What follows belongs to an exercise in optimizing a design on an open flow for small area and a short achievable clock period; a production flow would make more cautious choices. At most, simulation tests tie the RTL to the original design; equivalence was not proved. The RTL of runs 2 to 4 was laid out without a check of its function. Power is estimated from default activity; no workload was simulated.

==> design.v <==
module line_window_feeder #(
  parameter int DATA_W    = 8,
  parameter int MAX_WIDTH = 256,
  parameter int ADDR_W    = 8
) (
  input  logic              clk,
  input  logic              rst_n,
  input  logic              frame_start,
  input  logic [ADDR_W-1:0] img_width,
  input  logic [ADDR_W-1:0] img_height,
  input  logic              in_valid,
  input  logic [DATA_W-1:0] in_pixel,
  output logic              in_ready,
  output logic              validData,
  output logic              start,
  output logic [DATA_W-1:0] pixel_in1,
  output logic [DATA_W-1:0] pixel_in2,
  output logic [DATA_W-1:0] pixel_in3,
  output logic [ADDR_W-1:0] col_addr,
  output logic              frame_done,
  output logic              cfg_err
);
  typedef enum logic [1:0] {IDLE, FILL, STREAM} state_t;
  state_t            state_q, state_d;
  logic [ADDR_W-1:0] width_q, width_d;     
  logic [ADDR_W-1:0] wm1_q, wm1_d;         
  logic [ADDR_W-1:0] hm1_q, hm1_d;         
  logic [ADDR_W-1:0] col_q, col_d;
  logic [ADDR_W-1:0] row_q, row_d;
  logic              cfg_err_q, cfg_err_d;
  logic              valid_q, valid_d;
  logic              start_q, start_d;
  logic              done_q, done_d;
  logic [DATA_W-1:0] p1_q, p1_d;
  logic [DATA_W-1:0] p2_q, p2_d;
  logic [DATA_W-1:0] p3_q, p3_d;
  logic [ADDR_W-1:0] caddr_q, caddr_d;
  logic accept;
  logic dims_ok;
  logic last_col;
  logic last_row;
  logic emit;
  assign in_ready = (state_q != IDLE);
  assign accept   = in_valid & in_ready;
  assign emit     = accept & (state_q == STREAM);
  assign last_col = (col_q == wm1_q);
  assign last_row = (row_q == hm1_q);
  assign dims_ok  = (img_width >= ADDR_W'(3)) && (img_height >= ADDR_W'(3));
  always_comb begin
    state_d   = state_q;
    width_d   = width_q;
    wm1_d     = wm1_q;
    hm1_d     = hm1_q;
    col_d     = col_q;
    row_d     = row_q;
    cfg_err_d = cfg_err_q;
    p1_d      = p1_q;
    p2_d      = p2_q;
    p3_d      = p3_q;
    caddr_d   = caddr_q;
    valid_d   = emit;
    start_d   = emit && (row_q == ADDR_W'(2)) && (col_q == '0);
    done_d    = emit && last_col && last_row;
    if (accept) begin
      if (last_col) begin
        col_d = '0;
        row_d = row_q + 1'b1;
      end else begin
        col_d = col_q + 1'b1;
      end
    end
    if (emit) begin
      p1_d    = line_a_out;
      p2_d    = line_b_out;
      p3_d    = in_pixel;
      caddr_d = col_q;
    end
    unique case (state_q)
      IDLE: begin
        if (frame_start) begin
          if (dims_ok) begin
            width_d   = img_width;
            wm1_d     = img_width - 1'b1;
            hm1_d     = img_height - 1'b1;
            col_d     = '0;
            row_d     = '0;
            cfg_err_d = 1'b0;
            state_d   = FILL;
          end else begin
            cfg_err_d = 1'b1;
          end
        end
      end
      FILL: begin
        if (accept && last_col && (row_q == ADDR_W'(1))) state_d = STREAM;
      end
      STREAM: begin
        if (accept && last_col && last_row) state_d = IDLE;
      end
      default: state_d = IDLE;
    endcase
  end
  always_ff @(posedge clk or negedge rst_n) begin
    if (!rst_n) begin
      state_q   <= IDLE;
      width_q   <= '0;
      wm1_q     <= '0;
      hm1_q     <= '0;
      col_q     <= '0;
      row_q     <= '0;
      cfg_err_q <= 1'b0;
      valid_q   <= 1'b0;
      start_q   <= 1'b0;
      done_q    <= 1'b0;
      p1_q      <= '0;
      p2_q      <= '0;
      p3_q      <= '0;
      caddr_q   <= '0;
    end else begin
      state_q   <= state_d;
      width_q   <= width_d;
      wm1_q     <= wm1_d;
      hm1_q     <= hm1_d;
      col_q     <= col_d;
      row_q     <= row_d;
      cfg_err_q <= cfg_err_d;
      valid_q   <= valid_d;
      start_q   <= start_d;
      done_q    <= done_d;
      p1_q      <= p1_d;
      p2_q      <= p2_d;
      p3_q      <= p3_d;
      caddr_q   <= caddr_d;
    end
  end
  logic [DATA_W-1:0] line_b_out;    
  logic [DATA_W-1:0] line_a_out;    
  logic [DATA_W-1:0] mid_q;         
  lwf_delay_line #(.DATA_W(DATA_W), .LEN_W(ADDR_W)) u_line_b (
    .clk(clk), .shift(in_valid), .len(width_q), .din(in_pixel), .dout(line_b_out)
  );
  always_ff @(posedge clk) begin
    if (in_valid) mid_q <= line_b_out;
  end
  lwf_delay_line #(.DATA_W(DATA_W), .LEN_W(ADDR_W)) u_line_a (
    .clk(clk), .shift(in_valid), .len(wm1_q), .din(mid_q), .dout(line_a_out)
  );
  assign validData  = valid_q;
  assign start      = start_q;
  assign frame_done = done_q;
  assign pixel_in1  = p1_q;
  assign pixel_in2  = p2_q;
  assign pixel_in3  = p3_q;
  assign col_addr   = caddr_q;
  assign cfg_err    = cfg_err_q;
endmodule
module lwf_delay_line #(
  parameter int DATA_W = 8,
  parameter int LEN_W  = 8
) (
  input  logic              clk,
  input  logic              shift,
  input  logic [LEN_W-1:0]  len,
  input  logic [DATA_W-1:0] din,
  output logic [DATA_W-1:0] dout
);
  logic [DATA_W-1:0] seg_in  [LEN_W+1];
  logic [DATA_W-1:0] seg_out [LEN_W];
  assign seg_in[0] = din;
  for (genvar k = 0; k < LEN_W; k++) begin : g_seg
    logic [DATA_W-1:0] st [2**k];
    always_ff @(posedge clk) begin
      if (shift) begin
        st[0] <= seg_in[k];
        for (int i = 1; i < 2**k; i++) st[i] <= st[i-1];
      end
    end
    assign seg_out[k]  = st[2**k-1];
    assign seg_in[k+1] = len[k] ? seg_out[k] : seg_in[k];
  end
  assign dout = seg_in[LEN_W];
endmodule
==> run.sh <==
#!/bin/bash
# synth_recipe.tcl (not shown) runs the flow's synth.tcl, then flattens the netlist and writes it again
# the make line also repeats each setting of config.mk as NAME=value (left out here)
make -C /OpenROAD-flow-scripts/flow DESIGN_CONFIG=/design/flow/config.mk WORK_HOME=/design/flow/orfs CLKGATE_MAP_FILE= SYNTH_SCRIPT=/design/flow/synth_recipe.tcl finish
==> config.mk <==
export PLATFORM = sky130hd
export DESIGN_NAME = line_window_feeder
export DESIGN_NICKNAME = line_window_feeder
export VERILOG_FILES = /design/flow/design.v
export SDC_FILE = /design/flow/constraint.sdc
export NUM_CORES = 4
export LEC_CHECK = 0
export CAP_MARGIN = 20
export CORE_MARGIN = 2
export CORE_UTILIZATION = 40
export SLEW_MARGIN = 20
==> constraint.sdc <==
create_clock -name core_clock -period 6.0 [get_ports {clk}]
set_input_delay 1.2000 -clock core_clock [delete_from_list [all_inputs] [get_ports {clk}]]
set_output_delay 1.2000 -clock core_clock [all_outputs]
set_load 0.01 [all_outputs]
==> results by group, run 1 <==
Outcome
  • Status: timing/DRC/antenna clean

Global routing
  • Vias in the first global route: between 40k and 50k
  • GRT Overall Usage: 10.23%
  • Global route overflow: 0
  • Global-route wire length before repair: roughly 260000 um
  • Initial antenna violation count: 10
  • Largest net degree at the start of global routing: roughly 210

Finish
  • Reg area: between 0.1 and 0.15 sq mm
  • Fillers: 25.82k
  • Multi-input gate area: roughly 0.0040 sq mm
  • Synth-to-layout area growth: 15.12%
  • Layout Nets: between 5k and 6k
  • Share of post-route cells with drive strength above 1: 12.27%
  • Core Util, Final: between 40% and 50%

STA
  • Final setup viols: 0
  • Worst slew margin: between 20% and 30%
  • RSZ-0062 raised after global routing: false
  • Worst-margin pin slew: 1.139 ns
  • Fmax: between 200 and 300 MHz
  • Fin. Hold Viols: 0
  • WHS: approximately 0.26 ns
  • Setup TNS: 0 ns
  • Fin worst setup slack: about 2.5 ns
  • Slew Limit Fails: 0
  • Minimum clock period: between 3 and 4 ns
  • Layout Skew: 0.07930 ns
  • Final Cycle Share: 57.93%

Critical path
  • R2R Setup Slk: roughly 3.0 ns
  • CP required: ~4.8 ns
  • Kind of start point of the critical path: flop
  • Crit path max fanout: 9
  • Setup CP Type: flop to output port
  • Critical path endpoint category: output port
  • CP arrival: about 2.3 ns

Logic synthesis
  • Post-synthesis cell type count: slightly below 50
  • Post-Syn Nets: 4914
  • Synth area leader: edfxtp_1
  • Largest family of logic cells by synthesized area: simple AND/OR/NAND/NOR gates
  • Area share of the largest cell type after synthesis: between 90% and 100%
  • Post-Synth Adder-Cell Area: 0.08724%
  • Seq/Total Area, Yosys: between 90% and 100%
  • EDFF count, synth: a little over 4k
  • Largest cells by area after synthesis: edfxtp_1, dfrtp_1, mux2_2
  • Flops & latches, synth: between 4k and 5k
  • Synth Flop Type: edfxtp_1
  • YS warnings: 12
  • Synth Area in XOR/XNOR: less than 1%
  • Cell Area, Synth: between 0.1 and 0.15 sq mm
  • Async S/R FF share, synth: 1.872%
  • Post-synthesis compound-gate area fraction: ~1%
  • Cell count after synthesis: a little under 5k
  • Mux cell area share after synthesis: less than 1%
  • Syn_area_per_cell: between 20 and 30 sq um
  • Simple-gate area share of the yosys netlist: 1.201%

Clock tree
  • H-tree depth: 5
  • Worst-path clk slew: ~0.060 ns
  • Post-CTS setup buffer count: 0
  • Worst skew pair latency: about 0.89 ns
  • Hold buffer count at CTS: 0
  • Root Driver: clkbuf_16
  • Deepest clock path buffer count: 4
  • CTS tree: done
  • CTS Sinks: 4166
  • Post-cts sizing count: 0
  • Total CTS buffers: 394

Power
  • Peak supply drop: 0.2867 mV
  • Pwr/cell area: around 430 mW/mm^2
  • Design Power: 0.06316 W
  • Leak Pwr: between 40 and 50 nW

Floorplan
  • Initial Utilization: between 40% and 50%
  • Core area: around 0.32 sq mm
  • Die height: 572.1 um
  • Ports: 65
  • Cell row count: approximately 210
  • Die Wd: roughly 570 um
  • Die Area: 0.3273 sq mm

Place
  • IO Port Bufs: 64
  • Gpl congestion: ~0.76
  • Pre-CTS setup slack: ~1.9 ns
  • HPWL after detailed placement: 83190 um

Routing
  • Mean routed wirelength per cell: 17.45 um
  • Post-detailed-route via-to-cell ratio: between 4 and 5
  • Via count: 45.65k
  • Routed Antenna Nets: 0
  • Starting DRT DRC Count: 5016
  • Final wirelength: 173900 um
  • Drt drc: 0
  • DR pass1 iterations: 7

Min path
  • Hold Crit Class: input port to async pin

Flow run
  • Max-Cap Viols: 0
==> registers in the layout, indices dropped and copies added (netlist names), 2 cells and up <==
name	count
mid_q	8
caddr_q	8
p3_q	8
u_line_a.g_seg.st	2040
hm1_q	8
wm1_q	8
p2_q	8
p1_q	8
row_q	8
state_q	2
u_line_b.g_seg.st	2040
col_q	8
width_q	8
==> synthesized netlist by cell type, types with 18 or more instances <==
master / instances
nand2_1: 111
nor3b_1: 18
edfxtp_1: 4088
nor2b_1: 40
a21oi_1: 33
inv_1: 30
o31ai_1: 32
nor2_1: 57
dfrtp_1: 78
o21ai_0: 66
mux2_2: 53
xnor2_1: 23
clkbuf_1: 42
==> kinds of logic (layout without fill, tap and decap cells) <==
kind of cell | after synthesis | count (layout)
flip-flops | 4166 | 4166
AND/OR/NAND/NOR | 310 | 310
AO/OA/AOI/OAI | 202 | 202
buffers and inverters | 86 | 866
multiplexers | 69 | 69
XOR/XNOR | 35 | 35
adder cells (fa/ha/maj) | 9 | 9
other | 0 | 2
==> layout make-up <==
type                       count  share of cell area (%)
inverter                      30                 0.07578
sequential                  4166                   83.92
multi-input combinational    625                   2.714
antenna                        2                0.003368
timing repair buffer         123                  0.8765
tap                         4305                   3.625
clock buffer                 485                   7.042
clock inverter               228                   1.741
==> where the power goes <==
part / internal, W / switching (W) / leakage, nW / total [W]
Sequential: 0.0347 / 0.000958 / 41.0 / 0.0356
Combinational: 0.000835 / 0.00185 / 2.19 / 0.00268
Clock: 0.0147 / 0.0102 / 6.36 / 0.0248
==> critical path, cell delays in order (launching register included) <==
cell	delay [ns]
dfrtp_1	0.56
or2_2	0.36
clkdlybuf4s50_1	0.48
==> per-layer routing <==
metal	global-route usage, %	vias to the layer above	wire, um
met5	0	-	0
met4	3.740	0	4943
met3	2.032	352	8012
met2	13.75	919	71920
met1	16.36	23850	89030
li1	-	20530	-
==> placed cells by master (no fill, tap or decap), types with 52 or more instances in the layout <==
cell type           n
mux2_2             53
clkbuf_1           76
dfrtp_1            78
clkdlybuf4s50_1    62
o21ai_0            66
nand2_1           111
clkbuf_16         404
edfxtp_1         4088
clkinv_1           73
nor2_1             57
clkinv_2           69
bufinv_16          52
==> worst paths after layout <==
check / to / cells after the start / from
worst min-delay path: p3_q[6] / 1 / rst_n
worst max-delay path: in_ready / 2 / state_q[1]
min in group core_clock: u_line_b.g_seg[6].st[49][4] / 0 / u_line_b.g_seg[6].st[48][4]
worst min register to register: u_line_b.g_seg[6].st[49][4] / 0 / u_line_b.g_seg[6].st[48][4]
max in group asynchronous: p3_q[0] / 2 / rst_n
worst max register to register: row_q[0] / 4 / wm1_q[1]
==> stage by stage <==
stage | std cells | area, sq um
CTS | 9961 | 148600
detailed placement | 9248 | 135500
finish | 9964 | 148600
global placement | 9248 | 135500
global route | 9963 | 148600
floorplan | 4877 | 129100
==> inputs of run 2 (changes only) <==
--- a/design.v
+++ b/design.v
@@ -24,2 +24,3 @@
   state_t            state_q, state_d;
+  logic              busy_q;               
   logic [ADDR_W-1:0] width_q, width_d;     
@@ -42,3 +43,3 @@
   logic emit;
-  assign in_ready = (state_q != IDLE);
+  assign in_ready = busy_q;
   assign accept   = in_valid & in_ready;
@@ -105,2 +106,3 @@
       state_q   <= IDLE;
+      busy_q    <= 1'b0;
       width_q   <= '0;
@@ -120,2 +122,3 @@
       state_q   <= state_d;
+      busy_q    <= (state_d != IDLE);
       width_q   <= width_d;
--- a/config.mk
+++ b/config.mk
@@ -9,3 +9,4 @@
 export CORE_MARGIN = 2
-export CORE_UTILIZATION = 40
+export CORE_UTILIZATION = 60
+export SETUP_SLACK_MARGIN = 3.4
 export SLEW_MARGIN = 20
==> results by group, run 2 <==
Clock tree
  • H-tree depth: 5 (unchanged)
  • Hold buffer count at CTS: 0 (unchanged)
  • Deepest clock path buffer count: 4 (unchanged)
  • Root Driver: clkbuf_16
  • CTS Sinks: 4167 (+0.024%)
  • Total CTS buffers: 399 (+1.3%)
  • Worst skew pair latency: 0.95 ns (+0.06 ns)
  • Worst-path clk slew: 0.06 ns (about the same)
  • CTS tree: done

Logic synthesis
  • Post-synthesis cell type count: 47 (-4.1%)
  • Seq/Total Area, Yosys: 96.92% (+0.31 points)
  • Flops & latches, synth: 4167 (+0.024%)
  • Synth Flop Type: edfxtp_1
  • Synth area leader: edfxtp_1
  • Cell Area, Synth: 0.1287 sq mm (-0.30%)
  • Cell count after synthesis: 4792 (-1.7%)
  • Commonest cells in the netlist: edfxtp_1, nand2_1, dfrtp_1
  • EDFF count, synth: 4088 (unchanged)
  • Syn_area_per_cell: 26.86 sq um (+1.5%)
  • YS warnings: 12 (unchanged)
  • Area share of the largest cell type after synthesis: 95.38% (+0.28 points)
  • Top-count cell post-synth: edfxtp_1
  • Largest cells by area after synthesis: edfxtp_1, dfrtp_1, mux2_2
  • Post-Syn Nets: 4829 (-1.7%)
  • Async S/R FF share, synth: 1.896% (+0.024 points)

Power
  • Share of power burned in registers: 58.0% (+1.6 points)
  • Net Sw Frac: 20.19% (-0.37 points)
  • Peak supply drop: 0.3365 mV (+17%)
  • Clk pwr share: 38.3% (-1.0 points)
  • Pwr/cell area: 422.6 mW/mm^2 (-0.58%)
  • Sw power: 0.01245 W (-4.1%)
  • Leak Pwr: 49.44 nW (-0.33%)
  • Int Pwr: 0.04922 W (-1.9%)
  • Gate power share: 3.7% (-0.5 points)

STA
  • Worst-margin pin slew: 1.138 ns (-0.001216 ns)
  • Fin. Hold Viols: 0 (unchanged)
  • RSZ-0062 raised after global routing: true
  • Layout Skew: 0.04388 ns (-0.03542 ns)
  • Minimum clock period: 2.797 ns (-0.6790 ns)
  • Fin worst setup slack: 3.203 ns (+0.6790 ns)
  • WHS: 0.1061 ns (-0.1562 ns)
  • Worst slew margin: 24.12% (+0.081 points)
  • Fmax: 357.6 MHz (+24%)
  • Setup TNS: 0 ns (unchanged)
  • Final Cycle Share: 46.61% (-11 points)
  • Final setup viols: 0 (unchanged)
  • Slew Limit Fails: 0 (unchanged)

Routing
  • Mean routed wirelength per cell: 20.30 um (+16%)
  • DR pass1 iterations: 5 (-2)
  • Final wirelength: 171100 um (-1.6%)
  • Post-detailed-route via-to-cell ratio: 5.334 (+16%)
  • Via count: 44.97k (-1.5%)
  • Routed Antenna Nets: 0 (unchanged)
  • Starting DRT DRC Count: 4668 (-6.9%)
  • Drt drc: 0 (unchanged)

Place
  • IO Port Bufs: 64 (unchanged)
  • HPWL after detailed placement: 82720 um (-0.56%)
  • Gpl congestion: 0.7355 (-2.9%)
  • Pre-CTS setup slack: 1.951 ns (+0.03375 ns)

Finish
  • Fillers: 13.10k (-49%)
  • Biggest regs: u_line_a.g_seg.st x2040, u_line_b.g_seg.st x2040
  • Commonest cells after routing, fill and taps aside: edfxtp_1, clkbuf_16, nand2_1, clkinv_1, clkbuf_1
  • Synth-to-layout area growth: 13.40%
  • Multi-input gate area: 0.003649 sq mm (-9.5%)
  • Most common cell after layout, fill and taps aside: edfxtp_1
  • Layout Nets: 5326 (-0.95%)
  • Reg area: 0.1247 sq mm (about the same)
  • Share of post-route cells with drive strength above 1: 13.20% (+0.93 points)

Floorplan
  • Die Area: 0.2182 sq mm (-33%)
  • Die height: 467.1 um (-18%)
  • Cell row count: 170 (-18%)
  • Core area: 0.2140 sq mm (-33%)
  • Die Wd: 467.1 um (-18%)
  • Initial Utilization: 60.14% (+20 points)
  • Ports: 65 (unchanged)

Global routing
  • GRT met2 Usage: 19.71% (+6.0 points)
  • Vias in the first global route: 43.10k (-2.8%)
  • Initial antenna violation count: 12 (+2)
  • Largest net degree at the start of global routing: 215 (+1.4%)
  • GRT Overall Usage: 15.40% (+5.2 points)
  • GR Util met1: 26.01% (+9.7 points)
  • Global route overflow: 0 (unchanged)
  • Global-route wire length before repair: 255700 um (-3.2%)
  • Most Crowded Layer GR: met1
  • Met3 GRT Util: 3.515% (+1.5 points)

Critical path
  • Setup CP Type: flop to output port
  • R2R Setup Slk: 3.53 ns (+0.50 ns)
  • Slowest cell on the critical path: dfrtp_2
  • Crit path max fanout: 2 (-7)
  • Critical R2R Launch: width_q[1]
  • Worst r2r dst: p2_q[0]
  • FF-to-FF path depth: 5 (+1)
  • WP buf/inv: 1 (unchanged)
  • CP max stage delay: 0.50 ns (-0.06 ns)
  • Kind of start point of the critical path: flop
  • Delay-heaviest family, CP: flip-flops
  • Worst path cell trace: buf_6
  • CP arrival: 1.60 ns (-0.68 ns)
  • Critical path endpoint category: output port
  • CP required: 4.80 ns (about the same)

Min path
  • Hold Crit Class: input port to async pin

Flow run
  • Max-Cap Viols: 0 (unchanged)

Outcome
  • Status: timing/DRC/antenna clean
-- run 2: cell types whose count changed in the layout (fill, tap and decap cells not counted), moves of 19 or more --
cell	change
a21oi_1	+20
nor2b_1	-32
clkinv_1	+23
bufinv_16	-23
o21ai_0	-57
buf_6	+23
clkdlybuf4s50_1	-37
mux2_2	+19
-- run 2: kinds of logic after synthesis --
kind of cell | Yosys count | share of synthesized area [%]
adder cells (fa/ha/maj) | 9 | 0.08750
buffers and inverters | 79 | 0.2693
AO/OA/AOI/OAI | 147 | 0.7379
multiplexers | 80 | 0.6922
XOR/XNOR | 33 | 0.2246
AND/OR/NAND/NOR | 277 | 1.067
flip-flops | 4167 | 96.92
-- run 2: layer usage --
layer	wire length (um)	vias up
met4	5002	0
met3	9240	319
met5	0	-
met1	86650	23410
li1	-	20310
met2	70230	937
-- run 2: cell type report --
class / count / area share, %
sequential: 4167 / 85.47
clock buffer: 504 / 7.318
timing repair buffer: 144 / 1.037
multi-input combinational: 547 / 2.500
clock inverter: 200 / 1.157
antenna: 2 / 0.003429
inverter: 30 / 0.07801
tap: 2838 / 2.433
-- run 2: worst max-delay path by stage --
| stage | to | depth (start not counted) | startpoint | slack, ns |
|---|---|---|---|---|
| 5_1_grt | pixel_in3[3] | 1 | p3_q[3] | 3.12 |
| 2_1_floorplan | row_q[1] | 7 | img_height[3] | 3.34 |
| 6_report | pixel_in3[3] | 1 | p3_q[3] | 3.20 |
| 3_3_place_gp | state_q[0] | 5 | img_height[3] | 2.10 |
| 3_5_place_dp | state_q[0] | 5 | img_height[3] | 1.95 |
| 4_1_cts | pixel_in3[3] | 1 | p3_q[3] | 3.09 |
-- run 2: worst register-to-register path, delay by kind of cell, from the launching register on --
kind	cells	cell delay, ns
AOI/OAI and AO/OA	2	0.47
DFF	1	0.84
muxes	2	0.56
and+or+nand+nor	1	0.51
-- run 2: power groups by stage --
stage                     clock (W)  sequential (W)  combinational, W
final                        0.0236          0.0358           0.00226
after global routing         0.0256          0.0360           0.00247
after floorplan                   0          0.0356           0.00133
after detailed placement          0          0.0363           0.00225
after global placement            0          0.0363           0.00220
after CTS                    0.0244          0.0358           0.00228
-- run 2: repair_timing --
item                                    in CTS  in global routing
pin swaps                                    0                  1
gates resized for setup                    203                  6
buffers inserted                            12                  7
endpoints found under the setup margin      60                101
cloned                                       0                  2
-- run 2: stage by stage --
step / util (%) / total power, W / instances / instance area [sq um]
5_1_grt: 68.20 / 0.06404 / 8431 / 145900
2_1_floorplan: - / 0.03695 / 4792 / 128700
3_3_place_gp: 62.32 / 0.03853 / 7704 / 133400
6_report: 68.21 / 0.06167 / 8432 / 145900
3_5_place_dp: 62.33 / 0.03858 / 7704 / 133400
4_1_cts: 68.14 / 0.06252 / 8420 / 145800
==> inputs of run 3 (changes only) <==
--- a/config.mk
+++ b/config.mk
@@ -10,2 +10,4 @@
 export CORE_UTILIZATION = 60
+export CTS_CLUSTER_DIAMETER = 80
+export CTS_CLUSTER_SIZE = 32
 export SETUP_SLACK_MARGIN = 3.4
==> results by group, run 3 <==
Outcome
  • Status: timing/DRC/antenna clean

Finish
  • Fillers: 13.83k (+5.6%)
  • Synth-to-layout area growth: 7.340%
  • Reg area: 0.1247 sq mm (unchanged)
  • Multi-input gate area: 0.003665 sq mm (+0.45%)
  • Commonest cells after routing, fill and taps aside: edfxtp_1, clkbuf_16, nand2_1, mux2_2, dfrtp_1
  • Most common cell after layout, fill and taps aside: edfxtp_1
  • Fin area: 0.1381 sq mm (-5.3%)
  • Layout Nets: 5083 (-4.6%)
  • Biggest regs: u_line_a.g_seg.st x2040, u_line_b.g_seg.st x2040
  • Core Util, Final: 64.56% (-3.6 points)
  • Share of post-route cells with drive strength above 1: 7.971% (-5.2 points)

Logic synthesis
  • Cell Area, Synth: 0.1287 sq mm (unchanged)
  • Commonest cells in the netlist: edfxtp_1, nand2_1, dfrtp_1
  • Cell count after synthesis: 4792 (unchanged)
  • Seq/Total Area, Yosys: 96.92% (unchanged)
  • Synth area leader: edfxtp_1
  • YS warnings: 12 (unchanged)
  • EDFF count, synth: 4088 (unchanged)
  • Top-count cell post-synth: edfxtp_1
  • Async S/R FF share, synth: 1.896% (unchanged)
  • Area share of the largest cell type after synthesis: 95.38% (unchanged)
  • Synth Flop Type: edfxtp_1
  • Post-synthesis cell type count: 47 (unchanged)
  • Flops & latches, synth: 4167 (unchanged)
  • Largest cells by area after synthesis: edfxtp_1, dfrtp_1, mux2_2
  • Syn_area_per_cell: 26.86 sq um (unchanged)
  • Post-Syn Nets: 4829 (unchanged)

Place
  • DP Area: 0.1334 sq mm (unchanged)
  • Gpl congestion: 0.7355 (unchanged)
  • IO Port Bufs: 64 (unchanged)
  • HPWL after detailed placement: 82720 um (unchanged)

STA
  • Worst-margin pin slew: 1.112 ns (-0.02656 ns)
  • RSZ-0062 raised after global routing: true
  • WHS: 0.2171 ns (+0.1109 ns)
  • Fmax: 370.0 MHz (+3.5%)
  • Setup TNS: 0 ns (unchanged)
  • Minimum clock period: 2.703 ns (-0.09356 ns)
  • Final Cycle Share: 45.05% (-1.6 points)
  • Fin. Hold Viols: 0 (unchanged)
  • Slew Limit Fails: 0 (unchanged)
  • Layout Skew: 0.02621 ns (-0.01767 ns)
  • Worst slew margin: 25.89% (+1.8 points)
  • Final setup viols: 0 (unchanged)

Routing
  • Starting DRT DRC Count: 4833 (+3.5%)
  • Met3 WL post-DR: 6641 um (-28%)
  • Mean routed wirelength per cell: 20.67 um (+1.8%)
  • Final wirelength: 164200 um (-4.0%)
  • DR WL met2: 67590 um (-3.8%)
  • DR pass1 iterations: 5 (unchanged)
  • Drt drc: 0 (unchanged)
  • Via count: 43.18k (-4.0%)
  • Routed Antenna Nets: 0 (unchanged)
  • Top sig layer: met4
  • M1 wire length: 85630 um (-1.2%)
  • Post-detailed-route via-to-cell ratio: 5.434 (+1.9%)

Clock tree
  • CTS Sinks: 4167 (unchanged)
  • CTS tree: done
  • Worst-path clk slew: 0.11 ns (+0.05 ns)
  • Total CTS buffers: 155 (-61%)
  • Hold buffer count at CTS: 0 (unchanged)
  • Worst skew pair latency: 0.82 ns (-0.13 ns)
  • Deepest clock path buffer count: 3 (-1)
  • H-tree depth: 4 (-1)
  • Root Driver: clkbuf_16

Critical path
  • Setup CP Type: flop to output port
  • Origin of the worst setup path: p3_q[3]
  • Crit path max fanout: 2 (unchanged)
  • Slowest cell on the critical path: dfrtp_2
  • Kind of start point of the critical path: flop
  • CP max stage delay: 0.51 ns (about the same)
  • Delay-heaviest family, CP: flip-flops
  • WP buf/inv: 1 (unchanged)
  • Critical path endpoint category: output port
  • CP arrival: 1.50 ns (-0.10 ns)
  • R2R Setup Slk: 3.51 ns (-0.02 ns)
  • Critical R2R Launch: width_q[1]
  • Worst path cell trace: buf_6
  • CP required: 4.80 ns (about the same)

Flow run
  • Max-Cap Viols: 0 (unchanged)

Floorplan
  • Die Wd: 467.1 um (unchanged)
  • Core area: 0.2140 sq mm (unchanged)
  • Die Area: 0.2182 sq mm (unchanged)
  • Initial Utilization: 60.14% (unchanged)
  • Ports: 65 (unchanged)
  • Die height: 467.1 um (unchanged)
  • Cell row count: 170 (unchanged)

Global routing
  • Global route overflow: 0 (unchanged)
  • Vias in the first global route: 40.21k (-6.7%)
  • Global-route wire length before repair: 243300 um (-4.9%)
  • Initial antenna violation count: 12 (unchanged)
  • Largest net degree at the start of global routing: 215 (unchanged)
  • GRT Overall Usage: 14.64% (-0.76 points)

Power
  • Leak Pwr: 45.61 nW (-7.7%)
  • Pwr/cell area: 369.0 mW/mm^2 (-13%)
  • Peak supply drop: 0.3244 mV (-3.6%)

Min path
  • Hold Crit Class: input port to async pin
[run 3: routing by layer]
metal	global-route usage [%]	up-vias
met1	25.45	22840
met2	19.23	654
met4	4.457	0
met5	0	-
li1	-	19500
met3	2.344	189
[run 3: where the power goes]
| group | leakage (nW) | internal, W | switching, W |
|---|---|---|---|
| Sequential | 41.0 | 0.0346 | 0.00107 |
| Clock | 2.20 | 0.00518 | 0.00784 |
| Combinational | 2.37 | 0.000770 | 0.00149 |
| Total | 45.6 | 0.0406 | 0.0104 |
[run 3: timing repair]
item                       in CTS  in global routing
buffers inserted               14                  4
setup endpoints to repair     104                232
pin swaps                       1                  0
resized for setup             205                  7
cloned                          1                  3
[run 3: worst paths after layout]
| kind | to | depth (start not counted) |
|---|---|---|
| worst max-delay path | pixel_in3[3] | 1 |
| min in group core_clock | u_line_a.g_seg[1].st[1][1] | 0 |
| worst max register to register | p2_q[4] | 5 |
| max in group asynchronous | p2_q[5] | 2 |
| worst min register to register | u_line_a.g_seg[1].st[1][1] | 0 |
| worst min-delay path | row_q[2] | 1 |
[run 3: cells by family after synthesis]
kind of cell | count (synthesis) | share of synthesized area, %
flip-flops | 4167 | 96.92
AND/OR/NAND/NOR | 277 | 1.067
AO/OA/AOI/OAI | 147 | 0.7379
multiplexers | 80 | 0.6922
buffers and inverters | 79 | 0.2693
XOR/XNOR | 33 | 0.2246
adder cells (fa/ha/maj) | 9 | 0.08750
[run 3: layout make-up]
class	instances	area share (%)
Antenna cell	3	0.005434
Clock buffer	185	2.973
Clock inverter	32	0.2971
Inverter	30	0.08242
Multi-Input combinational cell	548	2.653
Sequential cell	4167	90.30
Tap cell	2838	2.570
Timing Repair Buffer	144	1.117
[run 3: metrics by stage]
stage                     total power, W  setup WS, ns  cells
after detailed placement         0.03858         1.951   7704
final                            0.05098         3.297   7947
after floorplan                  0.03695         3.345   4792
after global routing             0.05297         3.197   7945
after global placement           0.03853         2.097   7704
after CTS                        0.05170         3.168   7936
==> inputs of run 4 (changes only) <==
--- a/config.mk
+++ b/config.mk
@@ -9,6 +9,7 @@
 export CORE_MARGIN = 2
-export CORE_UTILIZATION = 60
-export CTS_CLUSTER_DIAMETER = 80
+export CORE_UTILIZATION = 80
+export CTS_CLUSTER_DIAMETER = 60
 export CTS_CLUSTER_SIZE = 32
-export SETUP_SLACK_MARGIN = 3.4
+export PLACE_DENSITY = 0.88
+export SETUP_SLACK_MARGIN = 3.6
 export SLEW_MARGIN = 20
==> results by group, run 4 <==
Outcome
  • First error: [ERROR DPL-0033] detailed placement checks failed during check placement.
  • Last stage: 3_5_place_dp
  • Status: aborted with a tool error

Logic synthesis
  • Flops & latches, synth: 4167 (unchanged)
  • Commonest cells in the netlist: edfxtp_1, nand2_1, dfrtp_1
  • Top-count cell post-synth: edfxtp_1
  • Post-Syn Nets: 4829 (unchanged)
  • Synth Flop Type: edfxtp_1
  • Seq/Total Area, Yosys: 96.92% (unchanged)
  • Largest cells by area after synthesis: edfxtp_1, dfrtp_1, mux2_2
  • EDFF count, synth: 4088 (unchanged)
  • Cell count after synthesis: 4792 (unchanged)
  • Syn_area_per_cell: 26.86 sq um (unchanged)
  • Cell Area, Synth: 0.1287 sq mm (unchanged)
  • Synth area leader: edfxtp_1
  • Area share of the largest cell type after synthesis: 95.38% (unchanged)
  • YS warnings: 12 (unchanged)
  • Async S/R FF share, synth: 1.896% (unchanged)
  • Post-synthesis cell type count: 47 (unchanged)

Place
  • IO Port Bufs: 64 (unchanged)
  • HPWL after detailed placement: 136900 um (+65%)
  • Gpl congestion: 0.7999 (+8.8%)

Floorplan
  • Ports: 65 (unchanged)
  • Initial Utilization: 80.34% (+20 points)
  • Die height: 405.1 um (-13%)
  • Die Wd: 405.1 um (-13%)
  • Cell row count: 147 (-14%)
[run 4: cell counts after synthesis]
No cell type changed its count.
[run 4: stage by stage]
stage             worst slack [ns]  total power [W]  hold WS (ns)
global placement             1.878          0.03827        0.4002
floorplan                    3.345          0.03698        0.4003
[run 4: worst max-delay path by stage]
| stage | cells after the start | startpoint | to | slack (ns) |
|---|---|---|---|---|
| global placement | 6 | in_valid | p2_q[6] | 1.88 |
| floorplan | 7 | img_height[3] | row_q[1] | 3.34 |
[run 4: kinds of logic after synthesis]
group                    share of synthesized area (%)
flip-flops                                       96.92
AND/OR/NAND/NOR                                  1.067
AO/OA/AOI/OAI                                   0.7379
multiplexers                                    0.6922
buffers and inverters                           0.2693
XOR/XNOR                                        0.2246
adder cells (fa/ha/maj)                        0.08750
[run 4: power groups by stage]
stage          Sequential [W]  Clock, W  Combinational, W
2_1_floorplan          0.0356         0           0.00135
3_3_place_gp           0.0362         0           0.00203
==> inputs of run 5 (changes only) <==
--- a/design.v
+++ b/design.v
@@ -107,5 +107,2 @@
       busy_q    <= 1'b0;
-      width_q   <= '0;
-      wm1_q     <= '0;
-      hm1_q     <= '0;
       col_q     <= '0;
@@ -123,5 +120,2 @@
       busy_q    <= (state_d != IDLE);
-      width_q   <= width_d;
-      wm1_q     <= wm1_d;
-      hm1_q     <= hm1_d;
       col_q     <= col_d;
@@ -137,2 +131,7 @@
     end
+  end
+  always_ff @(posedge clk) begin
+    width_q <= width_d;
+    wm1_q   <= wm1_d;
+    hm1_q   <= hm1_d;
   end
--- a/config.mk
+++ b/config.mk
@@ -9,6 +9,5 @@
 export CORE_MARGIN = 2
-export CORE_UTILIZATION = 80
-export CTS_CLUSTER_DIAMETER = 60
-export CTS_CLUSTER_SIZE = 32
-export PLACE_DENSITY = 0.88
+export CORE_UTILIZATION = 70
+export CTS_CLUSTER_DIAMETER = 80
+export CTS_CLUSTER_SIZE = 30
 export SETUP_SLACK_MARGIN = 3.6
==> results by group, run 5 <==
Outcome
  • Status: timing/DRC/antenna clean

Critical path
  • Kind of start point of the critical path: flop
  • R2R Setup Slk: ~3.7 ns
  • CP required: around 4.8 ns
  • CP arrival: 1.51 ns
  • Setup CP Type: flop to output port
  • Worst r2r dst: p2_q[0]
  • Slowest cell on the critical path: dfrtp_2
  • Critical R2R Launch: width_q[1]
  • Crit path max fanout: 2
  • Worst path cell trace: buf_6
  • Delay-heaviest family, CP: flip-flops
  • CP max stage delay: 0.53 ns
  • Critical path endpoint category: output port
  • Origin of the worst setup path: p2_q[7]
  • Critical Path Stages: 1
  • WP buf/inv: 1
  • FF-to-FF path depth: 7

Logic synthesis
  • EDFF count, synth: 4112 (+0.59%)
  • Area share of the largest cell type after synthesis: 96.07% (+0.68 points)
  • Cell count after synthesis: 4736 (-1.2%)
  • YS warnings: 12 (unchanged)
  • Largest cells by area after synthesis: edfxtp_1, dfrtp_1, mux2_2
  • Flops & latches, synth: 4167 (unchanged)
  • Seq/Total Area, Yosys: 97.14% (+0.22 points)
  • Syn_area_per_cell: 27.14 sq um (+1.1%)
  • Async S/R FF share, synth: 1.320% (-0.58 points)
  • Synth area leader: edfxtp_1
  • Post-synthesis cell type count: 41 (-13%)
  • Synth Flop Type: edfxtp_1
  • Commonest cells in the netlist: edfxtp_1, nand2_1, mux2_2
  • Top-count cell post-synth: edfxtp_1
  • Cell Area, Synth: 0.1285 sq mm (-0.13%)
  • Post-Syn Nets: 4773 (-1.2%)

Place
  • HPWL after detailed placement: 79410 um (-42%)
  • Gpl congestion: 0.7424 (-7.2%)
  • IO Port Bufs: 64 (unchanged)
  • Pre-CTS setup slack: between 2 and 2.5 ns
  • Dpl cells: a little over 7k

Global routing
  • Largest net degree at the start of global routing: 205
  • GRT Overall Usage: 16.64%
  • Initial antenna violation count: 10
  • Global-route wire length before repair: about 230000 um
  • Vias in the first global route: 38.85k
  • Global route overflow: 0

Floorplan
  • Cell row count: 157 (+6.8%)
  • Die Area: between 0.15 and 0.2 sq mm
  • Core area: about 0.18 sq mm
  • Die height: 432.5 um (+6.8%)
  • Ports: 65 (unchanged)
  • Initial Utilization: 70.36% (-10 points)
  • Die Wd: 432.5 um (+6.8%)

Power
  • Share of power burned in registers: between 70% and 80%
  • Gate power share: under 10%
  • Leak Pwr: around 46 nW
  • Int Pwr: about 0.04 W
  • Peak supply drop: 0.2878 mV
  • Pwr/cell area: roughly 350 mW/mm^2
  • Clk pwr share: a little over a quarter
  • Sw power: ~0.0088 W
  • Net Sw Frac: between 10% and 20%

Routing
  • Final wirelength: roughly 160000 um
  • DR pass1 iterations: 5
  • Mean routed wirelength per cell: between 20 and 25 um
  • Post-detailed-route via-to-cell ratio: about 5.7
  • Via count: 42.75k
  • Routed Antenna Nets: 0
  • Drt drc: 0
  • Starting DRT DRC Count: between 4k and 5k

Finish
  • Commonest cells after routing, fill and taps aside: edfxtp_1, clkbuf_16, nand2_1, mux2_2, buf_4
  • Biggest regs: u_line_a.g_seg.st x2040, u_line_b.g_seg.st x2040
  • Most common cell after layout, fill and taps aside: edfxtp_1
  • Synth-to-layout area growth: 7.172%
  • Final cell count without fillers: between 7k and 8k
  • Layout Nets: roughly 5k
  • Fillers: around 9.6k
  • Share of post-route cells with drive strength above 1: roughly 8.3%
  • Multi-input gate area: 0.003448 sq mm
  • Reg area: roughly 0.12 sq mm

Clock tree
  • Total CTS buffers: 158
  • CTS Sinks: approximately 4.2k
  • Root Driver: clkbuf_16
  • Hold buffer count at CTS: 0
  • Worst-path clk slew: 0.10 ns
  • H-tree depth: 4
  • Deepest clock path buffer count: 3
  • Worst skew pair latency: between 0.8 and 0.9 ns
  • CTS tree: done

Min path
  • Hold Crit Class: flop to flop
  • Min-delay src: u_line_b.g_seg[3].st[6][1]
  • WHS Endpoint: u_line_b.g_seg[3].st[7][1]
  • Hold Path Stages: 0

Flow run
  • Max-Cap Viols: 0

STA
  • Slew Limit Fails: 0
  • Minimum clock period: 2.713 ns
  • Final Cycle Share: 45.21%
  • Final setup viols: 0
  • Fin. Hold Viols: 0
  • Worst-margin pin slew: approximately 1.1 ns
  • Layout Skew: roughly 0.021 ns
  • Fmax: 368.6 MHz
  • Fin worst setup slack: about 3.3 ns
  • RSZ-0062 raised after global routing: true
  • Worst slew margin: between 20% and 30%
  • Setup TNS: 0 ns
run 5: cell count changes after synthesis, sizes merged, moves of 5 or more:
cell,change
nand2,-29
xor2,+12
or3,+5
dfrtp,-24
edfxtp,+24
o21ai,-16
xnor2,-12
clkbuf,-6
run 5: area by class of cell:
class	instances	area share, %
Multi-Input combinational cell	494	2.503
Timing Repair Buffer	153	1.259
Inverter	33	0.09356
Tap cell	2385	2.166
Clock inverter	10	0.08992
Sequential cell	4167	90.66
Clock buffer	219	3.228
Antenna cell	2	0.003633
run 5: kinds of logic after synthesis:
family / Yosys count / synth area share [%]
DFF: 4167 / 97.14
muxes: 80 / 0.7019
xor gates and xnor gates: 33 / 0.2249
and+or+nand+nor: 244 / 0.9637
buffers and inverters: 75 / 0.2434
adders and majority gates: 9 / 0.08761
AOI/OAI and AO/OA: 128 / 0.6405
run 5: timing repair:
item	CTS	global route
gates cloned	2	2
resized for setup	207	7
buffers inserted	36	3
setup endpoints to repair	898	280
run 5: stage by stage:
stage / instance area [sq um] / utilization [%] / power, W / hold slack (ns)
2_1_floorplan: 128600 / - / 0.03491 / 0.4003
3_3_place_gp: 132600 / 72.61 / 0.03582 / 0.4000
3_5_place_dp: 132600 / 72.61 / 0.03586 / 0.4045
4_1_cts: 137600 / 75.33 / 0.04871 / 0.4091
5_1_grt: 137800 / 75.40 / 0.04980 / 0.4067
6_report: 137800 / 75.40 / 0.04813 / 0.4111
run 5: how the worst max path moves through the flow:
stage | to | slack, ns
3_3_place_gp | p2_q[3] | 2.30
6_report | pixel_in2[7] | 3.29
5_1_grt | pixel_in2[2] | 3.23
2_1_floorplan | p2_q[2] | 3.64
4_1_cts | pixel_in2[2] | 3.19
3_5_place_dp | p2_q[1] | 2.23
run 5: power by group through the flow:
stage | logic [W] | registers, W | clock network, W
6_report | 0.000893 | 0.0344 | 0.0129
2_1_floorplan | 0.000203 | 0.0347 | 0
4_1_cts | 0.000893 | 0.0344 | 0.0134
3_3_place_gp | 0.000832 | 0.0350 | 0
5_1_grt | 0.000993 | 0.0345 | 0.0143
3_5_place_dp | 0.000859 | 0.0350 | 0
run 5: layer usage:
metal | up-vias | wire length (um) | track usage [%]
li1 | 19370 | - | -
met1 | 22310 | 82080 | 29.85
met2 | 857 | 63900 | 21.24
met3 | 206 | 8159 | 3.003
met4 | 0 | 3901 | 4.947
met5 | - | 0 | 0
==> inputs of run 6 (changes only) <==
==> flow/run.sh (new file) <==
#!/bin/bash
# Own flow: the standard ORFS flow, with one hook before detailed placement that puts
# each flip-flop driving an output port next to that port's output buffer.
set -euo pipefail
here=$(pwd)
export PRE_DETAIL_PLACE_TCL=$here/flow/pre_dpl.tcl
bash standard.sh synth > synth.log 2>&1
bash standard.sh floorplan > floorplan.log 2>&1
bash standard.sh place > place.log 2>&1
bash standard.sh cts > cts.log 2>&1
bash standard.sh route > route.log 2>&1
bash standard.sh finish > finish.log 2>&1
==> flow/pre_dpl.tcl (new file) <==
# Move every flip-flop that drives an output port's buffer next to that buffer (the buffer
# sits at the port). Detailed placement then legalizes the moved cells.
set block [ord::get_db_block]
set moved 0
foreach bterm [$block getBTerms] {
  if {[$bterm getIoType] ne "OUTPUT"} { continue }
  set net [$bterm getNet]
  if {$net eq "NULL"} { continue }
  set drv ""
  foreach it [$net getITerms] {
    if {[$it isOutputSignal]} { set drv $it }
  }
  if {$drv eq ""} { continue }
  set buf [$drv getInst]
  # the buffer's input net and the cell driving it
  set in_net ""
  foreach it [$buf getITerms] {
    if {[$it isInputSignal]} { set in_net [$it getNet] }
  }
  if {$in_net eq "" || $in_net eq "NULL"} { continue }
  set src ""
  foreach it [$in_net getITerms] {
    if {[$it isOutputSignal]} { set src [$it getInst] }
  }
  if {$src eq ""} { continue }
  if {![string match "*__df*" [[$src getMaster] getName]]} { continue }
  set loc [$buf getLocation]
  $src setLocation [lindex $loc 0] [lindex $loc 1]
  incr moved
}
puts "pre_dpl: moved $moved output flip-flops next to their port buffers"
==> standard.sh (new file) <==
#!/bin/bash
# synth_recipe.tcl (not shown) runs the flow's synth.tcl, then flattens the netlist and writes it again
# the make line also repeats each setting of config.mk as NAME=value (left out here)
make -C /OpenROAD-flow-scripts/flow DESIGN_CONFIG=/design/flow/config.mk WORK_HOME=/design/flow/orfs CLKGATE_MAP_FILE= SYNTH_SCRIPT=/design/flow/synth_recipe.tcl "${@:-finish}"
removed: run.sh
==> results by group, run 6 <==
Logic synthesis
  • Post-Syn Nets: 4773 (unchanged)
  • Syn_area_per_cell: 27.14 sq um (unchanged)
  • Async S/R FF share, synth: 1.320% (unchanged)
  • Commonest cells in the netlist: edfxtp_1, nand2_1, mux2_2
  • Seq/Total Area, Yosys: 97.14% (unchanged)
  • Synth Flop Type: edfxtp_1
  • YS warnings: 12 (unchanged)
  • Synth area leader: edfxtp_1
  • Top-count cell post-synth: edfxtp_1
  • Flops & latches, synth: 4167 (unchanged)
  • Post-synthesis cell type count: 41 (unchanged)
  • Area share of the largest cell type after synthesis: 96.07% (unchanged)
  • Cell count after synthesis: 4736 (unchanged)
  • Largest cells by area after synthesis: edfxtp_1, dfrtp_1, mux2_2
  • EDFF count, synth: 4112 (unchanged)
  • Cell Area, Synth: 0.1285 sq mm (unchanged)

STA
  • RSZ-0062 raised after global routing: true
  • Final setup viols: 0 (unchanged)
  • Fin. Hold Viols: 0 (unchanged)
  • Slew Limit Fails: 0 (unchanged)
  • Worst slew margin: 31.76% (+2.0 points)
  • Fmax: 385.3 MHz (+4.5%)
  • Minimum clock period: 2.596 ns (-0.1172 ns)
  • Final Cycle Share: 43.26% (-2.0 points)
  • Layout Skew: 0.02595 ns (+0.004577 ns)
  • Setup TNS: 0 ns (unchanged)
  • Worst-margin pin slew: 1.024 ns (-0.03067 ns)

Floorplan
  • Die height: 432.5 um (unchanged)
  • Die Wd: 432.5 um (unchanged)
  • Cell row count: 157 (unchanged)
  • Core area: 0.1827 sq mm (unchanged)
  • Ports: 65 (unchanged)
  • Initial Utilization: 70.36% (unchanged)
  • Die Area: 0.1871 sq mm (unchanged)

Clock tree
  • CTS tree: done
  • Hold buffer count at CTS: 0 (unchanged)
  • Worst skew pair latency: 0.83 ns (about the same)
  • Worst-path clk slew: 0.11 ns (about the same)
  • H-tree depth: 4 (unchanged)
  • Root Driver: clkbuf_16
  • CTS Sinks: 4167 (unchanged)
  • Deepest clock path buffer count: 3 (unchanged)
  • Total CTS buffers: 157 (-0.63%)

Global routing
  • Largest net degree at the start of global routing: 205 (unchanged)
  • Global route overflow: 0 (unchanged)
  • Initial antenna violation count: 14 (+4)
  • Global-route wire length before repair: 237500 um (+2.2%)
  • GRT Overall Usage: 17.19% (+0.56 points)
  • Vias in the first global route: 38.97k (+0.30%)

Routing
  • Final wirelength: 163500 um (+3.5%)
  • Routed Antenna Nets: 0 (unchanged)
  • Via count: 42.77k (+0.056%)
  • Drt drc: 0 (unchanged)
  • DR pass1 iterations: 7 (+2)
  • Post-detailed-route via-to-cell ratio: 5.706 (-0.38%)
  • Mean routed wirelength per cell: 21.81 um (+3.0%)
  • Starting DRT DRC Count: 4527 (-0.29%)

Critical path
  • WP buf/inv: 1 (unchanged)
  • Slowest cell on the critical path: dfrtp_1
  • Setup CP Type: flop to output port
  • CP max stage delay: 0.43 ns (-0.10 ns)
  • Delay-heaviest family, CP: flip-flops
  • CP arrival: 1.40 ns (-0.11 ns)
  • Crit path max fanout: 2 (unchanged)
  • Worst path cell trace: buf_6
  • Critical path endpoint category: output port
  • CP required: 4.80 ns (about the same)
  • Kind of start point of the critical path: flop

Place
  • Gpl congestion: 0.7424 (unchanged)
  • Dpl cells: 7189 (unchanged)
  • IO Port Bufs: 64 (unchanged)
  • HPWL after detailed placement: 83230 um (+4.8%)

Power
  • Leak Pwr: 45.72 nW (+0.21%)
  • Peak supply drop: 0.3075 mV (+6.9%)
  • Pwr/cell area: 347.5 mW/mm^2 (-0.57%)

Finish
  • Layout Nets: 5076 (+0.63%)
  • Commonest cells after routing, fill and taps aside: edfxtp_1, clkbuf_16, buf_4, nand2_1, mux2_2
  • Final cell count without fillers: 7496 (+0.44%)
  • Biggest regs: u_line_a.g_seg.st x2040, u_line_b.g_seg.st x2040
  • Share of post-route cells with drive strength above 1: 9.036% (+0.70 points)
  • Fillers: 9539 (-0.25%)
  • Synth-to-layout area growth: 7.314%
  • Most common cell after layout, fill and taps aside: edfxtp_1

Outcome
  • Status: timing/DRC/antenna clean

Min path
  • Hold Crit Class: flop to flop

Flow run
  • Max-Cap Viols: 0 (unchanged)
## run 6: cell counts after synthesis
Identical to the previous run, type by type.
## run 6: final timing paths
check                                        startpoint                           end  slack [ns]  cells after the start
min reg2reg                u_line_b.g_seg[7].st[110][0]  u_line_b.g_seg[7].st[111][0]        0.41                      0
max reg2reg                                  width_q[3]                       p2_q[7]        3.62                      7
max in group asynchronous                         rst_n                    caddr_q[1]        4.74                      1
max                                          caddr_q[7]                   col_addr[7]        3.40                      1
min in group asynchronous                         rst_n                       start_q        0.48                      1
min                        u_line_b.g_seg[7].st[110][0]  u_line_b.g_seg[7].st[111][0]        0.41                      0
## run 6: power breakdown
| group | leakage, nW | internal [W] | switching, W |
|---|---|---|---|
| Clock | 2.13 | 0.00509 | 0.00758 |
| Combinational | 2.63 | 0.000192 | 0.000713 |
| Sequential | 40.9 | 0.0338 | 0.000538 |
## run 6: area by class of cell
cell class / instances / area (sq um) / area share, %
clock buffers: 210 / 4298 / 3.116
well taps: 2385 / 2984 / 2.163
inverters: 33 / 140.1 / 0.1016
diodes: 9 / 22.52 / 0.01633
clock inverters: 12 / 95.09 / 0.06894
repair buffers: 185 / 1981 / 1.436
flip-flops and latches: 4167 / 124900 / 90.54
multi-input cells: 495 / 3533 / 2.562
## run 6: routing by layer
layer  vias to the layer above  global-route usage (%)  wire, um
met1                     22280                   30.11     83570
met4                         0                   5.021      4152
met5                         -                       0         0
met3                       204                   3.120      7899
met2                       848                   22.70     67890
li1                      19440                       -         -
## run 6: stage by stage
step	setup WS (ns)	cell area, sq um	utilization (%)	total power [W]	hold WS, ns
final	3.404	137900	75.50	0.04793	0.4094
after global routing	3.333	137900	75.50	0.04960	0.4116
after CTS	3.331	137700	75.37	0.04850	0.4089
after detailed placement	2.045	132600	72.61	0.03587	0.4045
after global placement	2.300	132600	72.61	0.03582	0.4000
after floorplan	3.639	128600	-	0.03491	0.4003
## run 6: logic make-up after synthesis
logic type | count (synthesis) | synth area share (%)
DFF | 4167 | 97.14
and+or+nand+nor | 244 | 0.9637
AOI/OAI and AO/OA | 128 | 0.6405
muxes | 80 | 0.7019
buffers and inverters | 75 | 0.2434
xor gates and xnor gates | 33 | 0.2249
adders and majority gates | 9 | 0.08761
## run 6: timing repair
action	CTS	global route
setup endpoints to repair	1064	291
pin swaps	0	2
gates cloned	2	3
gates resized for setup	218	17
buffers inserted	62	9
==> inputs of run 7 (changes only) <==
==> flow/pre_dpl.tcl (replaced) <==
# Move every flip-flop that drives an output port's buffer next to that buffer (the buffer
# sits at the port), together with the cell that drives the flip-flop's D input when that
# cell feeds nothing else (the hold/load multiplexer). Detailed placement then legalizes
# the moved cells.
set block [ord::get_db_block]
proc driver_of {net} {
  foreach it [$net getITerms] {
    if {[$it isOutputSignal]} { return $it }
  }
  return ""
}
set moved 0
foreach bterm [$block getBTerms] {
  if {[$bterm getIoType] ne "OUTPUT"} { continue }
  set net [$bterm getNet]
  if {$net eq "NULL"} { continue }
  set drv [driver_of $net]
  if {$drv eq ""} { continue }
  set buf [$drv getInst]
  set in_net ""
  foreach it [$buf getITerms] {
    if {[$it isInputSignal]} { set in_net [$it getNet] }
  }
  if {$in_net eq "" || $in_net eq "NULL"} { continue }
  set src [driver_of $in_net]
  if {$src eq ""} { continue }
  set ff [$src getInst]
  if {![string match "*__df*" [[$ff getMaster] getName]]} { continue }
  set loc [$buf getLocation]
  $ff setLocation [lindex $loc 0] [lindex $loc 1]
  incr moved
  # the flip-flop's D driver, if it drives only this flip-flop
  set dterm [$ff findITerm D]
  if {$dterm eq "NULL"} { continue }
  set dnet [$dterm getNet]
  if {$dnet eq "NULL"} { continue }
  set dd [driver_of $dnet]
  if {$dd eq ""} { continue }
  if {[llength [$dnet getITerms]] != 2} { continue }
  set dinst [$dd getInst]
  if {[string match "*__df*" [[$dinst getMaster] getName]]} { continue }
  $dinst setLocation [lindex $loc 0] [lindex $loc 1]
}
puts "pre_dpl: moved $moved output flip-flops next to their port buffers"
==> results by group, run 7 <==
Critical path
  • Crit path max fanout: 2 (unchanged)
  • CP required: 4.80 ns (about the same)
  • WP buf/inv: 1 (unchanged)
  • FF-to-FF path depth: 6 (-1)
  • Setup CP Type: flop to output port
  • Slowest cell on the critical path: dfrtp_2
  • CP max stage delay: 0.44 ns (about the same)
  • Kind of start point of the critical path: flop
  • Delay-heaviest family, CP: flip-flops
  • CP arrival: 1.39 ns (about the same)
  • Critical Path Stages: 1 (unchanged)
  • Critical path endpoint category: output port
  • Worst path cell trace: buf_6

STA
  • Fmax: 386.8 MHz (+0.40%)
  • Setup TNS: 0 ns (unchanged)
  • Worst-margin pin slew: 1.016 ns (-0.007577 ns)
  • Minimum clock period: 2.585 ns (-0.01043 ns)
  • Worst slew margin: 32.26% (+0.51 points)
  • Layout Skew: 0.02004 ns (-0.005908 ns)
  • RSZ-0062 raised after global routing: true
  • Final setup viols: 0 (unchanged)
  • Fin. Hold Viols: 0 (unchanged)
  • Final Cycle Share: 43.09% (-0.17 points)
  • Slew Limit Fails: 0 (unchanged)

Global routing
  • Largest net degree at the start of global routing: 205 (unchanged)
  • Global-route wire length before repair: 240800 um (+1.4%)
  • Vias in the first global route: 39.39k (+1.1%)
  • Most Crowded Layer GR: met1
  • Initial antenna violation count: 10 (-4)
  • GRT met2 Usage: 23.21% (+0.51 points)
  • GR Util met1: 30.51% (+0.40 points)
  • GRT Overall Usage: 17.40% (+0.20 points)
  • Global route overflow: 0 (unchanged)
  • Met3 GRT Util: 2.775% (-0.35 points)

Clock tree
  • H-tree depth: 4 (unchanged)
  • Worst skew pair latency: 0.82 ns (about the same)
  • Root Driver: clkbuf_16
  • Total CTS buffers: 158 (+0.64%)
  • CTS Sinks: 4167 (unchanged)
  • Worst-path clk slew: 0.10 ns (about the same)
  • CTS tree: done
  • Deepest clock path buffer count: 3 (unchanged)

Flow run
  • Max-Cap Viols: 0 (unchanged)

Outcome
  • Status: timing/DRC/antenna clean

Finish
  • Core Util, Final: 75.57% (about the same)
  • Biggest regs: u_line_a.g_seg.st x2040, u_line_b.g_seg.st x2040
  • Fin area: 0.1381 sq mm (about the same)
  • Most common cell after layout, fill and taps aside: edfxtp_1
  • Synth-to-layout area growth: 7.411% (about the same)
  • Commonest cells after routing, fill and taps aside: edfxtp_1, clkbuf_16, buf_4, nand2_1, mux2_2
  • Share of post-route cells with drive strength above 1: 8.861% (-0.17 points)
  • Layout Nets: 5078 (+0.039%)

Logic synthesis
  • EDFF count, synth: 4112 (unchanged)
  • Area share of the largest cell type after synthesis: 96.07% (unchanged)
  • Post-Syn Nets: 4773 (unchanged)
  • Cell count after synthesis: 4736 (unchanged)
  • Flops & latches, synth: 4167 (unchanged)
  • Async S/R FF share, synth: 1.320% (unchanged)
  • YS warnings: 12 (unchanged)
  • Cell Area, Synth: 0.1285 sq mm (unchanged)
  • Synth Flop Type: edfxtp_1
  • Post-synthesis cell type count: 41 (unchanged)
  • Synth area leader: edfxtp_1
  • Top-count cell post-synth: edfxtp_1
  • Largest cells by area after synthesis: edfxtp_1, dfrtp_1, mux2_2
  • Seq/Total Area, Yosys: 97.14% (unchanged)
  • Commonest cells in the netlist: edfxtp_1, nand2_1, mux2_2
  • Syn_area_per_cell: 27.14 sq um (unchanged)

Floorplan
  • Die Wd: 432.5 um (unchanged)
  • Core area: 0.1827 sq mm (unchanged)
  • Die height: 432.5 um (unchanged)
  • Cell row count: 157 (unchanged)
  • Die Area: 0.1871 sq mm (unchanged)
  • Initial Utilization: 70.36% (unchanged)
  • Ports: 65 (unchanged)

Place
  • HPWL after detailed placement: 85170 um (+2.3%)
  • IO Port Bufs: 64 (unchanged)
  • Gpl congestion: 0.7424 (unchanged)
  • DP Area: 0.1326 sq mm (unchanged)

Routing
  • Drt drc: 0 (unchanged)
  • Starting DRT DRC Count: 4536 (+0.20%)
  • Mean routed wirelength per cell: 22.15 um (+1.5%)
  • Post-detailed-route via-to-cell ratio: 5.748 (+0.75%)
  • Final wirelength: 165800 um (+1.4%)
  • DR pass1 iterations: 5 (-2)
  • Routed Antenna Nets: 0 (unchanged)
  • Via count: 43.04k (+0.63%)

Power
  • Peak supply drop: 0.3324 mV (+8.1%)
  • Leak Pwr: 45.85 nW (+0.29%)
  • Design Power: 0.04815 W (+0.47%)
  • Pwr/cell area: 348.8 mW/mm^2 (+0.38%)

Min path
  • Hold Path Stages: 0 (unchanged)
  • Hold Crit Class: flop to flop
run 7: cell types whose count changed in the layout (fill, tap and decap cells not counted), sizes merged:
cell and change:
buf -1, clkdlybuf4s50 +1, dlygate4sd2 -1, bufbuf -1, clkbuf -1, diode -8, clkinv +1, bufinv +2
o311a -1
run 7: worst paths after layout:
check	slack [ns]	to	startpoint
max	3.41	col_addr[2]	caddr_q[2]
min reg2reg	0.41	u_line_b.g_seg[5].st[18][6]	u_line_b.g_seg[5].st[17][6]
min	0.41	u_line_b.g_seg[5].st[18][6]	u_line_b.g_seg[5].st[17][6]
max reg2reg	3.68	p2_q[1]	width_q[2]
min in group asynchronous	0.49	start_q	rst_n
max in group asynchronous	4.74	p1_q[7]	rst_n
run 7: cell type report:
cell class | instances | area [sq um]
antenna | 1 | 2.502
multi-input combinational | 494 | 3463
timing repair buffer | 187 | 2058
clock buffer | 205 | 4385
fill | 9514 | 44630
tap | 2385 | 2984
clock inverter | 15 | 160.2
sequential | 4167 | 124900
inverter | 33 | 135.1
run 7: cell families (layout without fill, tap and decap cells):
kind of cell | count (synthesis) | after routing | share of synthesized area [%]
compound gates | 128 | 128 | 0.6405
xor+xnor | 33 | 33 | 0.2249
fa+ha+maj | 9 | 9 | 0.08761
buf+inv | 75 | 440 | 0.2434
flops | 4167 | 4167 | 97.14
mux | 80 | 80 | 0.7019
other cells | 0 | 1 | 0
simple gates | 244 | 244 | 0.9637
run 7: power by group:
group	total, W	switching, W	internal [W]	leakage [nW]
registers	0.0344	0.000543	0.0338	41.0
clock network	0.0129	0.00757	0.00530	2.22
logic	0.000929	0.000729	0.000200	2.67
total	0.0482	0.00885	0.0393	45.8
run 7: metrics by stage:
| stage | setup WS, ns | cells | hold WS [ns] |
|---|---|---|---|
| after floorplan | 3.639 | 4736 | 0.4003 |
| after global placement | 2.300 | 7189 | 0.4000 |
| after detailed placement | 1.998 | 7189 | 0.4045 |
| after CTS | 3.329 | 7465 | 0.4102 |
| after global routing | 3.328 | 7487 | 0.4062 |
| final | 3.415 | 7487 | 0.4112 |
run 7: what timing repair did:
action,CTS,global route
gates cloned,2,6
endpoints found under the setup margin,1039,451
hold buffers,0,0
resized for setup,195,16
buffers inserted,54,15
pin swaps,0,2
endpoints found under the hold margin,0,0
run 7: layer usage:
metal | wire (um) | up-vias
met1 | 84110 | 22470
met3 | 7923 | 239
met4 | 4493 | 0
met5 | 0 | -
met2 | 69310 | 906
li1 | - | 19420
run 7: worst reg2reg max path, stage by stage, from the launching register on:
cell,delay (ns)
edfxtp_1,0.38
buf_4,0.24
or3_4,0.55
o22ai_2,0.19
o31ai_1,0.16
mux2_2,0.41
mux2_2,0.30

what the ideal ports hide:
No port has a modelled driver above. Below, the same layouts with a new extraction and two added sets of constraints. Step 1 assumes that a clkbuf_16 drives the clock port and a buf_2 every other input. Step 2, shift: input delay + t, output delay - t, t = (earliest + latest rising clock arrival at the registers) / 2. This alone moves slack from input paths to output paths. Slacks: ideal ports / drivers / drivers and shift; pairs: ideal ports / drivers.
| run | t, ns | setup slack, ns | hold WS [ns] | worst slew at a driven data input, ns |
|---|---|---|---|---|
| run 1 | 0.945 | 2.524 / 2.427 / 2.138 | 0.262 / 0.191 / 0.348 | 0.26 |
| run 2 | 1.007 | 3.203 / 3.116 / 2.480 | 0.106 / 0.042 / 0.379 | 0.24 |
| run 3 | 0.889 | 3.297 / 3.208 / 2.477 | 0.217 / 0.151 / 0.402 | 0.26 |
| run 5 | 0.902 | 3.287 / 3.201 / 2.530 | 0.411 / 0.411 / 0.411 | 0.25 |
| run 6 | 0.903 | 3.404 / 3.314 / 2.498 | 0.409 / 0.409 / 0.409 | 0.26 |
| run 7 | 0.894 | 3.415 / 3.329 / 2.606 | 0.411 / 0.411 / 0.411 | 0.26 |
After both steps setup and hold are still met in every run listed. The setup slack of run 6, which loses most, moves by -0.090 ns with the drivers and by -0.906 ns with both steps.
